This design comes from an exercise in tuning for small area, a short achievable clock period and few clock cycles per item on the open sky130 flow, not from production work.
For this run, only the layout was checked, not whether the RTL still works.
No activity file was given, so power comes from the tool's default toggle rates.

==> flow/design.v <==
package muldiv_pkg;
  typedef enum logic [2:0] {
    MD_MUL    = 3'b000,
    MD_MULH   = 3'b001,
    MD_MULHSU = 3'b010,
    MD_MULHU  = 3'b011,
    MD_DIV    = 3'b100,
    MD_DIVU   = 3'b101,
    MD_REM    = 3'b110,
    MD_REMU   = 3'b111
  } md_func_t;
  typedef enum logic [2:0] {
    ST_IDLE = 3'd0,
    ST_MUL  = 3'd1,
    ST_DIV  = 3'd2,
    ST_FIX  = 3'd3,
    ST_DONE = 3'd4
  } md_state_t;
  function automatic logic is_div(input md_func_t f);
    is_div = (f == muldiv_pkg::MD_DIV) || (f == muldiv_pkg::MD_DIVU) || (f == muldiv_pkg::MD_REM) || (f == muldiv_pkg::MD_REMU);
  endfunction
endpackage
module div_iter #(
  parameter int DWIDTH = 32
) (
  input  logic              clock,
  input  logic              reset,
  input  logic              load,
  input  logic [DWIDTH-1:0] dividend,
  input  logic [DWIDTH-1:0] divisor,
  output logic [DWIDTH-1:0] quotient,
  output logic [DWIDTH-1:0] remainder,
  output logic              last
);
  localparam int CW = $clog2(DWIDTH + 1);
  logic [DWIDTH-1:0] r_rem;
  logic [DWIDTH-1:0] r_quo;
  logic [DWIDTH-1:0] r_dvs;
  logic [CW-1:0]     r_cnt;
  logic [DWIDTH:0]   w_shift;
  logic [DWIDTH:0]   w_trial;
  assign w_shift = {r_rem, r_quo[DWIDTH-1]};
  assign w_trial = w_shift - {1'b0, r_dvs};
  always_ff @(posedge clock) begin
    if (reset) begin
      r_rem <= '0;
      r_quo <= '0;
      r_dvs <= '0;
      r_cnt <= '0;
    end else if (load) begin
      r_rem <= '0;
      r_quo <= dividend;
      r_dvs <= divisor;
      r_cnt <= CW'(DWIDTH);
    end else if (r_cnt != '0) begin
      if (!w_trial[DWIDTH]) begin
        r_rem <= w_trial[DWIDTH-1:0];
        r_quo <= {r_quo[DWIDTH-2:0], 1'b1};
      end else begin
        r_rem <= w_shift[DWIDTH-1:0];
        r_quo <= {r_quo[DWIDTH-2:0], 1'b0};
      end
      r_cnt <= r_cnt - CW'(1);
    end
  end
  assign quotient  = r_quo;
  assign remainder = r_rem;
  assign last      = (r_cnt == CW'(1));
endmodule
module muldiv_seq #(
  parameter int DWIDTH    = 32,
  parameter int FRAC_BITS = 29
) (
  input  logic              clock,
  input  logic              reset,
  input  logic              start,
  input  logic              kill,
  input  logic [2:0]        MDFunc,
  input  logic [DWIDTH-1:0] A,
  input  logic [DWIDTH-1:0] B,
  output logic [DWIDTH-1:0] MDOut,
  output logic              busy,
  output logic              done
);
  localparam int W = 56;   
  logic [31:0]  r_a;       
  logic [3:0]   r_ax;      
  logic         r_ns0;     
  logic [31:0]  r_b;       
  logic [2:0]   r_bx;      
  logic [2:0]   r_f;
  logic         r_asg;     
  logic [34:0]  r_a3;      
  logic [2:0]   r_ff;      
  logic [17:0]  r_plo;     
  logic [W-1:0] r_s;       
  logic [W-1:0] r_c;       
  logic         r_cy;      
  logic         r_first;   
  logic [5:0]   r_m1, r_m2, r_m3, r_m4, r_neg;   
  logic [31:0]  r_out;
  logic         r_busy, r_done;
  logic         r_free;    
  logic         st_m, st_fin, st_dx, st_di, st_dc;
  logic [4:0]   r_cnt;
  logic [5:0]   r_ca, r_cb;   
  logic         r_fa, r_fb;   
  logic         r_na, r_nb;   
  wire rk  = reset | kill;
  wire acc = start & r_free & ~rk;
  wire        sgn_b = ~r_f[1];
  wire [35:0] ax1   = {{4{r_asg}}, r_a};
  wire [35:0] ax2   = {ax1[34:0], 1'b0};
  wire [35:0] ax3   = {r_a3[34], r_a3};
  wire [35:0] ax4   = {ax1[33:0], 2'b00};
  logic [W-1:0] pp [6];
  always_comb begin
    for (int t = 0; t < 6; t++) begin
      logic [35:0] m;
      m     = (({36{r_m1[t]}} & ax1) | ({36{r_m2[t]}} & ax2) |
               ({36{r_m3[t]}} & ax3) | ({36{r_m4[t]}} & ax4)) ^ {36{r_neg[t]}};
      pp[t] = {{(W-36){m[35]}}, m} << (3*t);
    end
  end
  wire bfill = sgn_b & r_b[31];
  logic [W-1:0] kconst;
  always_comb begin
    kconst = '0;
    kconst[15] = r_b[17];
    kconst[33] = bfill;
  end
  logic [W-1:0] xr [6];
  always_comb begin
    xr[0] = pp[0];
    for (int t = 1; t < 6; t++) xr[t] = pp[t] | ({{(W-1){1'b0}}, r_neg[t-1]} << (3*t-3));
  end
  wire [W-1:0] xs = r_first ? kconst : {{18{r_s[W-1]}}, r_s[W-1:18]};
  wire [W-1:0] xc = r_first ? '0     : {{18{r_c[W-1]}}, r_c[W-1:18]};
  function automatic logic [2*W-1:0] csa(input logic [W-1:0] a, input logic [W-1:0] b,
                                         input logic [W-1:0] c);
    csa = {a ^ b ^ c, (a & b) | (a & c) | (b & c)};
  endfunction
  logic [W-1:0] l1s0, l1c0, l1s1, l1c1, l2s0, l2c0, l2s1, l2c1, l3s, l3c, ts, tc;
  always_comb begin
    logic [2*W-1:0] r;
    r = csa(xr[0], xr[1], xr[2]); l1s0 = r[2*W-1:W]; l1c0 = {r[W-2:0], 1'b0};
    r = csa(xr[3], xr[4], xr[5]); l1s1 = r[2*W-1:W]; l1c1 = {r[W-2:0], 1'b0};
    r = csa(l1s0, l1c0, l1s1);    l2s0 = r[2*W-1:W]; l2c0 = {r[W-2:0], 1'b0};
    r = csa(l1c1, xs, xc);        l2s1 = r[2*W-1:W]; l2c1 = {r[W-2:0], 1'b0};
    r = csa(l2s0, l2c0, l2s1);    l3s  = r[2*W-1:W]; l3c  = {r[W-2:0], 1'b0};
    r = csa(l3s, l3c, l2c1);      ts   = r[2*W-1:W]; tc   = {r[W-2:0], 1'b0};
  end
  wire [18:0] chunk = r_first ? 19'd0 : ({1'b0, r_s[17:0]} + {1'b0, r_c[17:1], r_cy});
  wire [45:0] fin   = r_s[45:0] + {r_c[45:1], r_cy};
  wire        m_last    = st_m & (r_cnt == 5'd1);
  wire        m_prelast = st_m & (r_cnt == 5'd0);
  logic [31:0] mres;
  always_comb begin
    case (r_ff[1:0])
      2'd0:    mres = {fin[13:0], r_plo};
      2'd1:    mres = fin[FRAC_BITS-18 +: 32];
      default: mres = fin[45:14];
    endcase
  end
  wire [18:0] nbits = r_free ? {B[17:0], 1'b0} : {{4{bfill}}, r_b[31:17]};
  logic [5:0] e_m1, e_m2, e_m3, e_m4, e_neg;
  always_comb begin
    for (int t = 0; t < 6; t++) begin
      logic [2:0] mag;
      logic [2:0] e;
      mag = {1'b0, nbits[3*t+2], 1'b0} + {2'b00, nbits[3*t+1]} + {2'b00, nbits[3*t]};
      e   = nbits[3*t+3] ? (3'd4 - mag) : mag;
      e_m1[t]  = (e == 3'd1);
      e_m2[t]  = (e == 3'd2);
      e_m3[t]  = (e == 3'd3);
      e_m4[t]  = (e == 3'd4);
      e_neg[t] = nbits[3*t+3];
    end
  end
  wire        in_asg = ~(MDFunc[1] & MDFunc[0]) & A[31];
  wire [34:0] a3_in  = {{3{in_asg}}, A} + {{2{in_asg}}, A, 1'b0};
  function automatic logic [2:0] lz8(input logic [7:0] x);
    casez (x)
      8'b1???????: lz8 = 3'd0;
      8'b01??????: lz8 = 3'd1;
      8'b001?????: lz8 = 3'd2;
      8'b0001????: lz8 = 3'd3;
      8'b00001???: lz8 = 3'd4;
      8'b000001??: lz8 = 3'd5;
      8'b0000001?: lz8 = 3'd6;
      default:     lz8 = 3'd7;
    endcase
  endfunction
  function automatic logic [5:0] clz32(input logic [31:0] x);
    logic z3, z2, z1, z0;
    z3 = (x[31:24] == 8'd0);
    z2 = (x[23:16] == 8'd0);
    z1 = (x[15:8]  == 8'd0);
    z0 = (x[7:0]   == 8'd0);
    if (!z3)      clz32 = {3'b000, lz8(x[31:24])};
    else if (!z2) clz32 = {3'b001, lz8(x[23:16])};
    else if (!z1) clz32 = {3'b010, lz8(x[15:8])};
    else if (!z0) clz32 = {3'b011, lz8(x[7:0])};
    else          clz32 = 6'd32;
  endfunction
  function automatic logic ones_tail(input logic [31:0] x);
    ones_tail = &(x[31:1] | ~x[30:0]);
  endfunction
  wire in_sa = ~MDFunc[0] & A[31];
  wire in_sb = ~MDFunc[0] & B[31];
  wire [6:0]  sd      = {1'b0, r_cb} - {1'b0, r_ca} - {6'd0, r_fb} + {6'd0, r_fa};
  wire        dz      = r_cb[5] & ~r_nb;
  wire        dx_skip = st_dx & (sd[6] | dz);
  wire [31:0] ua      = r_na ? -r_a : r_a;
  wire [34:0] bx      = {{3{r_nb}}, r_b};
  wire [34:0] pbx     = (bx ^ {35{r_nb}}) + {34'd0, r_nb};        
  wire [34:0] dalign  = {pbx[33:0], 1'b0} << {sd[4:1], 1'b0};     
  wire [35:0] rem = {r_ax, r_a};
  wire        ns0 = r_ns0;                    
  wire [35:0] d0  = {1'b0, r_bx, r_b};
  wire [35:0] d1  = {2'b00, r_bx, r_b[31:1]};
  wire [35:0] g0  = d0 ^ {36{ns0}};           
  wire [35:0] tX  = rem + g0 + {35'd0, ns0};
  wire [35:0] ua0 = rem ^ g0 ^ ~d1;
  wire [35:0] va0 = {((rem & g0) | (rem & ~d1) | (g0 & ~d1)), ns0};
  wire [35:0] tYa = ua0 + va0 + 36'd1;        
  wire [35:0] ub0 = rem ^ g0 ^ d1;
  wire [35:0] vb0 = {((rem & g0) | (rem & d1) | (g0 & d1)), ns0};
  wire [35:0] tYb = ub0 + vb0;                
  wire        q1  = ~tX[35];
  wire [35:0] tY  = q1 ? tYa : tYb;
  wire        q2  = ~tY[35];
  wire        di_last = st_di & (r_cnt == 5'd0);
  wire        isrem = r_ff[1];
  wire [31:0] dsel  = isrem ? r_a : r_c[31:0];
  wire        dng   = isrem ? r_na : (r_na ^ r_nb);
  wire [31:0] dneg  = (dsel ^ {32{dng}}) + {31'd0, dng};
  wire [31:0] dres  = (dz & ~isrem) ? 32'hFFFF_FFFF : dneg;
  wire dc_next  = di_last & r_f[1];             
  wire fin_next = m_last | dx_skip | (di_last & ~dc_next) | st_dc;
  wire m_next   = (acc & ~MDFunc[2]) | (st_m & ~m_last);
  wire dx_next  = acc & MDFunc[2];
  wire di_next  = (st_dx & ~dx_skip) | (st_di & ~di_last);
  always_ff @(posedge clock) begin
    if (rk) begin
      st_m   <= 1'b0;
      st_dx  <= 1'b0;
      st_di  <= 1'b0;
      st_dc  <= 1'b0;
      st_fin <= 1'b0;
      r_busy <= 1'b0;
      r_free <= 1'b1;
      r_done <= 1'b0;
    end else begin
      st_m   <= m_next;
      st_dx  <= dx_next;
      st_di  <= di_next;
      st_dc  <= dc_next;
      st_fin <= fin_next;
      r_busy <= (m_next & ~m_prelast) | dx_next | di_next | dc_next;
      r_free <= ~((m_next & ~m_prelast) | dx_next | di_next | dc_next);
      r_done <= st_fin;
    end
  end
  always_ff @(posedge clock) begin
    if (r_free) begin
      r_a  <= A;
      r_b  <= B;
      r_f  <= MDFunc;
      r_asg <= in_asg;
      r_a3  <= a3_in;
      r_ca <= in_sa ? clz32(~A) : clz32(A);
      r_cb <= in_sb ? clz32(~B) : clz32(B);
      r_fa <= in_sa & ones_tail(A);
      r_fb <= in_sb & ones_tail(B);
      r_na <= in_sa;
      r_nb <= in_sb;
    end else if (st_dx) begin
      r_a  <= ua;
      r_ax <= 4'd0;
      {r_bx, r_b} <= dalign;
    end else if (st_di) begin
      {r_ax, r_a} <= tY;
      if (!di_last) {r_bx, r_b} <= {2'b00, r_bx, r_b[31:2]};
    end else if (st_dc) begin
      if (!ns0) {r_ax, r_a} <= tYa;              
    end
    if (st_di)                r_ns0 <= ~tY[35];
    else if (st_dc && !ns0)   r_ns0 <= ~tYa[35];
    else if (st_dx)           r_ns0 <= 1'b1;
    else                      r_ns0 <= ~r_ax[3];
    r_first <= r_free;
    r_m1    <= e_m1;
    r_m2    <= e_m2;
    r_m3    <= e_m3;
    r_m4    <= e_m4;
    r_neg   <= e_neg;
    r_s <= ts;
    if (st_di)      r_c <= {r_c[W-3:0], q1, q2};
    else if (st_dx) r_c <= '0;
    else            r_c <= tc;
    r_cy  <= chunk[18];
    r_plo <= chunk[17:0];
    r_ff <= r_f;
    if (r_free)      r_cnt <= 5'd0;
    else if (st_m)   r_cnt <= r_cnt + 5'd1;
    else if (st_dx)  r_cnt <= {1'b0, sd[4:1]};
    else             r_cnt <= r_cnt - 5'd1;
    r_out <= r_ff[2] ? dres : mres;
  end
  assign MDOut = r_out;
  assign busy  = r_busy;
  assign done  = r_done;
endmodule
==> flow/flow/run.sh <==
#!/bin/bash
# Standard ORFS layout, with timing repair aimed at a tighter target than the
# 10 ns constraint (the constraint itself is unchanged) and strong port buffers.
set -euo pipefail
bash standard.sh finish \
  "SETUP_SLACK_MARGIN=6.5" \
  "TNS_END_PERCENT=5" \
  "BUFFER_PORTS_ARGS=-buffer_cell sky130_fd_sc_hd__buf_4" \
  > standard_flow.log 2>&1
==> flow/standard.sh <==
#!/bin/bash
# synth_recipe.tcl (not shown) runs the flow's synth.tcl, then flattens the netlist and writes it again
# the make line also repeats each setting of config.mk as NAME=value (left out here)
make -C /OpenROAD-flow-scripts/flow DESIGN_CONFIG=/design/flow/config.mk WORK_HOME=/design/flow/orfs CLKGATE_MAP_FILE= SYNTH_SCRIPT=/design/flow/synth_recipe.tcl "${@:-finish}"
==> flow/config.mk <==
export PLATFORM = sky130hd
export DESIGN_NAME = muldiv_seq
export DESIGN_NICKNAME = muldiv_seq
export VERILOG_FILES = /design/flow/design.v
export SDC_FILE = /design/flow/constraint.sdc
export NUM_CORES = 4
export LEC_CHECK = 0
export ABC_AREA = 1
export CAP_MARGIN = 20
export CORE_MARGIN = 2
export CORE_UTILIZATION = 40
export PLACE_DENSITY = 0.6
export SLEW_MARGIN = 20
==> flow/constraint.sdc <==
create_clock -name core_clock -period 10.0 [get_ports {clock}]
set_input_delay 2.0000 -clock core_clock [delete_from_list [all_inputs] [get_ports {clock}]]
set_output_delay 2.0000 -clock core_clock [all_outputs]
set_load 0.01 [all_outputs]
==> run_results.csv <==
group,metric,value,unit
cts,number_of_h_tree_branching_levels,2,
synth,ys_dominant_reg_cell,"sky130_fd_sc_hd__dfxtp_1",
final_layout,stdcell_count,8274,
setup_path,cp_slowest_cell,"sky130_fd_sc_hd__edfxtp_1",
detailed_routing,num_vias,49800,
cts,cts_tree,"done",
die,fp.dieArea,117000,um^2
setup_path,crit_arrival,4.40,ns
grt,antenna_found_initial,6,
timing,rsz0062_at_grt,"true",
final_layout,final_layout_size_suffix_gt1_share,13.7,%
synth,ys_ff_latch,332,
timing,final.setup_skew,0.0560,ns
cts,cts.path.max_buffers,3,
synth,synth.distinct_cells,70,
die,core_area,114000,um^2
die,floorplan.die.height,343,um
detailed_routing,detailedRoute.firstIterationViolations,7262,
cts,cts.sinks,332,
final_layout,most_common_cell_after_layout_fill_and_taps_aside,"sky130_fd_sc_hd__nand2_1",
job,max-cap-violations,0,
synth,asyncSetResetFlopFracSynth,0,%
grt,overflow,0,
worst_hold_path,min_delay_path_depth,0,
placed_design,dpl_cell_area,47900,um^2
synth,synth-warning-count,3,
grt,pin_count_of_the_biggest_net_entering_global_routing,73,
timing,period_utilization,38.6,%
placed_design,cell_count_after_placement,7940,
placed_design,place_hpwl,174,mm
timing,slew-limit-headroom,33.9,%
setup_path,critPathLaunchType,"flop",
die,std_cell_rows,124,
timing,finalHoldViolations,0,
timing,max_freq,0.259,GHz
synth,edff_count_synth,125,
timing,worst_pin_slew,0.989,ns
detailed_routing,drt-vias-per-instance,6.01,
detailed_routing,firstDrtPassIters,9,
final_layout,post-route-cell-area,54000,um^2
timing,finalMaxSlewViolations,0,
cts,tritoncts.num_buffers,44,
setup_path,critPathTopFamily,"adder cells",
synth,synth_nets,7255,
setup_path,r2r_cells,12,
pwr,power_density,302,nW/um^2
outcome,run_status,"complete, no violations",
setup_path,sum_of_buffers_and_inverters_on_the_critical_path,4,
final_layout,layout.cells.most_common_list,"sky130_fd_sc_hd__nand2_1, sky130_fd_sc_hd__inv_1, sky130_fd_sc_hd__nor2_1",
setup_path,critical_path_peak_fanout,7,
die,io_pins,105,
grt,grt_pass1_vias,46300,
setup_path,worst_setup_path_end_kind,"flop",
setup_path,criticalPathCategory,"reg2reg",
placed_design,final_estimated_routing_congestion_in_global_placement,1.10,
timing,final_period_minus_worst_setup_slack,3.86,ns
worst_hold_path,hp-class,"reg2reg",
detailed_routing,route.antenna.remaining_nets,0,
die,starting_density_of_the_core,40.2,%
pwr,irDropWorstVdd,0.205,mV
grt,grt_pass1_wl,318,mm
placed_design,preCtsSetupSlack,5.27,ns
timing,report.final.setup_viol,0,
cts,worstSkewPairLatency,0.66,ns
final_layout,num-nets-final,7422,
setup_path,most_repeated_library_cell_on_the_critical_path,"sky130_fd_sc_hd__fa_1",
timing,finalSetupTns,0,ns
setup_path,critPathMaxStageDelay,0.54,ns
setup_path,data_required_critical_path,10.53,ns
final_layout,flow.area_growth_from_synthesis,17.7,%
cts,clockRootBuffer,"sky130_fd_sc_hd__clkbuf_16",
pwr,cellLeakagePower,24.7,nW
placed_design,numPortBuffers,104,
detailed_routing,route.detailed.wl_per_inst,27.4,um
synth,post_synth_instance_area,45800,um^2
setup_path,cp.depth,12,
detailed_routing,detail_route.drc_violations,0,
cts,hold_buffers_post_cts,0,
synth,synthesis.instances,6554,
pwr,fin_total_pwr,16.3,mW
synth,avgSynthCellArea,6.99,um^2
timing,final_critical_path_setup_slack,6.14,ns
die,die_w,343,um
detailed_routing,routed_wl,227,mm
cts,clk_pin_slew,0.07,ns
setup_path,crit_chain,"clkinvlp_4, buf_12, buf_8, o22ai_4, a221oi_4, xor2_2, fa_1, fa_1, inv_2, fa_1, fa_2, a22o_1",
synth,synth_sequential_area_ratio,17.2,%
grt,grtUsageTotal,36.8,%
## worst paths after layout
check / startpoint / end / slack [ns]
hold reg to reg: r_f[0] / r_ff[0] / 0.34
hold / removal: r_f[0] / r_ff[0] / 0.34
setup reg to reg: r_a[24] / r_c[38] / 6.14
setup / recovery: r_a[24] / r_c[38] / 6.14
## sequential cells by signal, summed over array words and instances (netlist names), 4 cells and up
| register | flops |
|---|---|
| r_a | 32 |
| r_a3 | 35 |
| r_ax | 4 |
| r_b | 32 |
| r_c | 56 |
| r_ca | 6 |
| r_cb | 6 |
| r_cnt | 5 |
| r_m1 | 6 |
| r_m2 | 6 |
| r_m3 | 6 |
| r_m4 | 6 |
| r_neg | 6 |
| r_out | 32 |
| r_plo | 18 |
| r_s | 52 |
## power breakdown
group          leakage [nW]  switching [mW]  internal, mW  total (mW)
Sequential             3.06           0.461          1.93        2.39
Combinational          21.0            7.57          4.66        12.2
Clock                 0.712           0.733         0.959        1.69
Total                  24.7            8.76          7.55        16.3
## worst reg2reg max path, cell delays in order (launching register included)
cell and delay [ns]:
sky130_fd_sc_hd__edfxtp_1 0.54, sky130_fd_sc_hd__clkinvlp_4 0.17, sky130_fd_sc_hd__buf_12 0.14, sky130_fd_sc_hd__buf_8 0.15, sky130_fd_sc_hd__o22ai_4 0.09, sky130_fd_sc_hd__a221oi_4 0.31
sky130_fd_sc_hd__xor2_2 0.20, sky130_fd_sc_hd__fa_1 0.47, sky130_fd_sc_hd__fa_1 0.54, sky130_fd_sc_hd__inv_2 0.04, sky130_fd_sc_hd__fa_1 0.49, sky130_fd_sc_hd__fa_2 0.41
sky130_fd_sc_hd__a22o_1 0.20
## cells in the mapped netlist (29+ instances only)
cell,instances,area (um^2)
sky130_fd_sc_hd__nand3_1,438,2190
sky130_fd_sc_hd__xnor2_1,106,928
sky130_fd_sc_hd__o211ai_1,37,278
sky130_fd_sc_hd__clkbuf_1,180,676
sky130_fd_sc_hd__nand2_1,1391,5220
sky130_fd_sc_hd__buf_1,62,233
sky130_fd_sc_hd__inv_1,975,3660
sky130_fd_sc_hd__o21ai_0,285,1430
sky130_fd_sc_hd__nor3_1,96,480
sky130_fd_sc_hd__a21oi_1,326,1630
sky130_fd_sc_hd__buf_2,29,145
sky130_fd_sc_hd__nand4_1,86,538
sky130_fd_sc_hd__xor2_1,321,2810
sky130_fd_sc_hd__fa_1,308,6170
sky130_fd_sc_hd__nor2_1,524,1970
sky130_fd_sc_hd__dfxtp_1,207,4140
sky130_fd_sc_hd__ha_1,322,4030
sky130_fd_sc_hd__o22ai_1,203,1270
sky130_fd_sc_hd__nand3b_1,32,240
sky130_fd_sc_hd__edfxtp_1,125,3750
sky130_fd_sc_hd__a221oi_1,186,1630
## logic make-up after synthesis
logic type / after synthesis / synth area share [%]
adder cells (fa/ha/maj): 630 / 22.2
buffers and inverters: 1283 / 10.8
multiplexers: 2 / 0.0437
AND/OR/NAND/NOR: 2650 / 24.5
XOR/XNOR: 437 / 8.51
AO/OA/AOI/OAI: 1220 / 16.7
flip-flops: 332 / 17.2
## final cells by class
type | count | area, um^2
repair inverters | 2 | 15.0
diodes | 6 | 15.0
repair buffers | 403 | 3730
fillers | 11600 | 60100
multi-input cells | 4939 | 34900
flip-flops and latches | 332 | 7950
inverters | 999 | 3980
clock inverters | 22 | 289
well taps | 1512 | 1890
clock buffers | 59 | 1200
## timing repair
action / in CTS / in global routing
gates resized for setup: 287 / 240
setup buffers: 186 / 50
hold endpoints to repair: 0 / 0
endpoints found under the setup margin: 229 / 272
cloned: 4 / 7
pin swaps: 32 / 51
## metrics by stage
step / hold slack [ns] / utilization (%)
finish: 0.340 / 47.3
detailed placement: 0.329 / 42.0
global placement: 0.327 / 42.0
CTS: 0.342 / 45.8
global route: 0.349 / 47.3
floorplan: 0.323 / -
## per-layer routing
layer  GRT usage (%)  up-vias  wire, um
met1            50.0    23700     91100
met4            21.1        4     16600
li1                -    22000         -
met2            53.5     3236     92500
met3            8.55      766     26300
met5          0.0401        -        26

==> static timing again, ports no longer ideal <==
How much do the figures lean on ideal ports? The routed layout below was timed once more, with nothing changed but the port constraints. Step 1 assumes that a clkbuf_16 drives the clock port and a buf_2 every other input. Step 2 moves the port delays by t, midway between the first and last clock arrival at a register: inputs arrive t later, outputs are due t later. That takes back most of the time a late clock gives input paths. Three values: ideal, step 1, step 2; two values: the first two.
t, ns: 0.708
slack for setup (ns): 6.138 / 6.138 / 5.536
worst data-port slew with drivers (ns): 0.10
After both steps setup and hold are still met in this run. For this run, drivers alone change the setup slack by 0.000 ns; drivers and shift together by -0.602 ns.
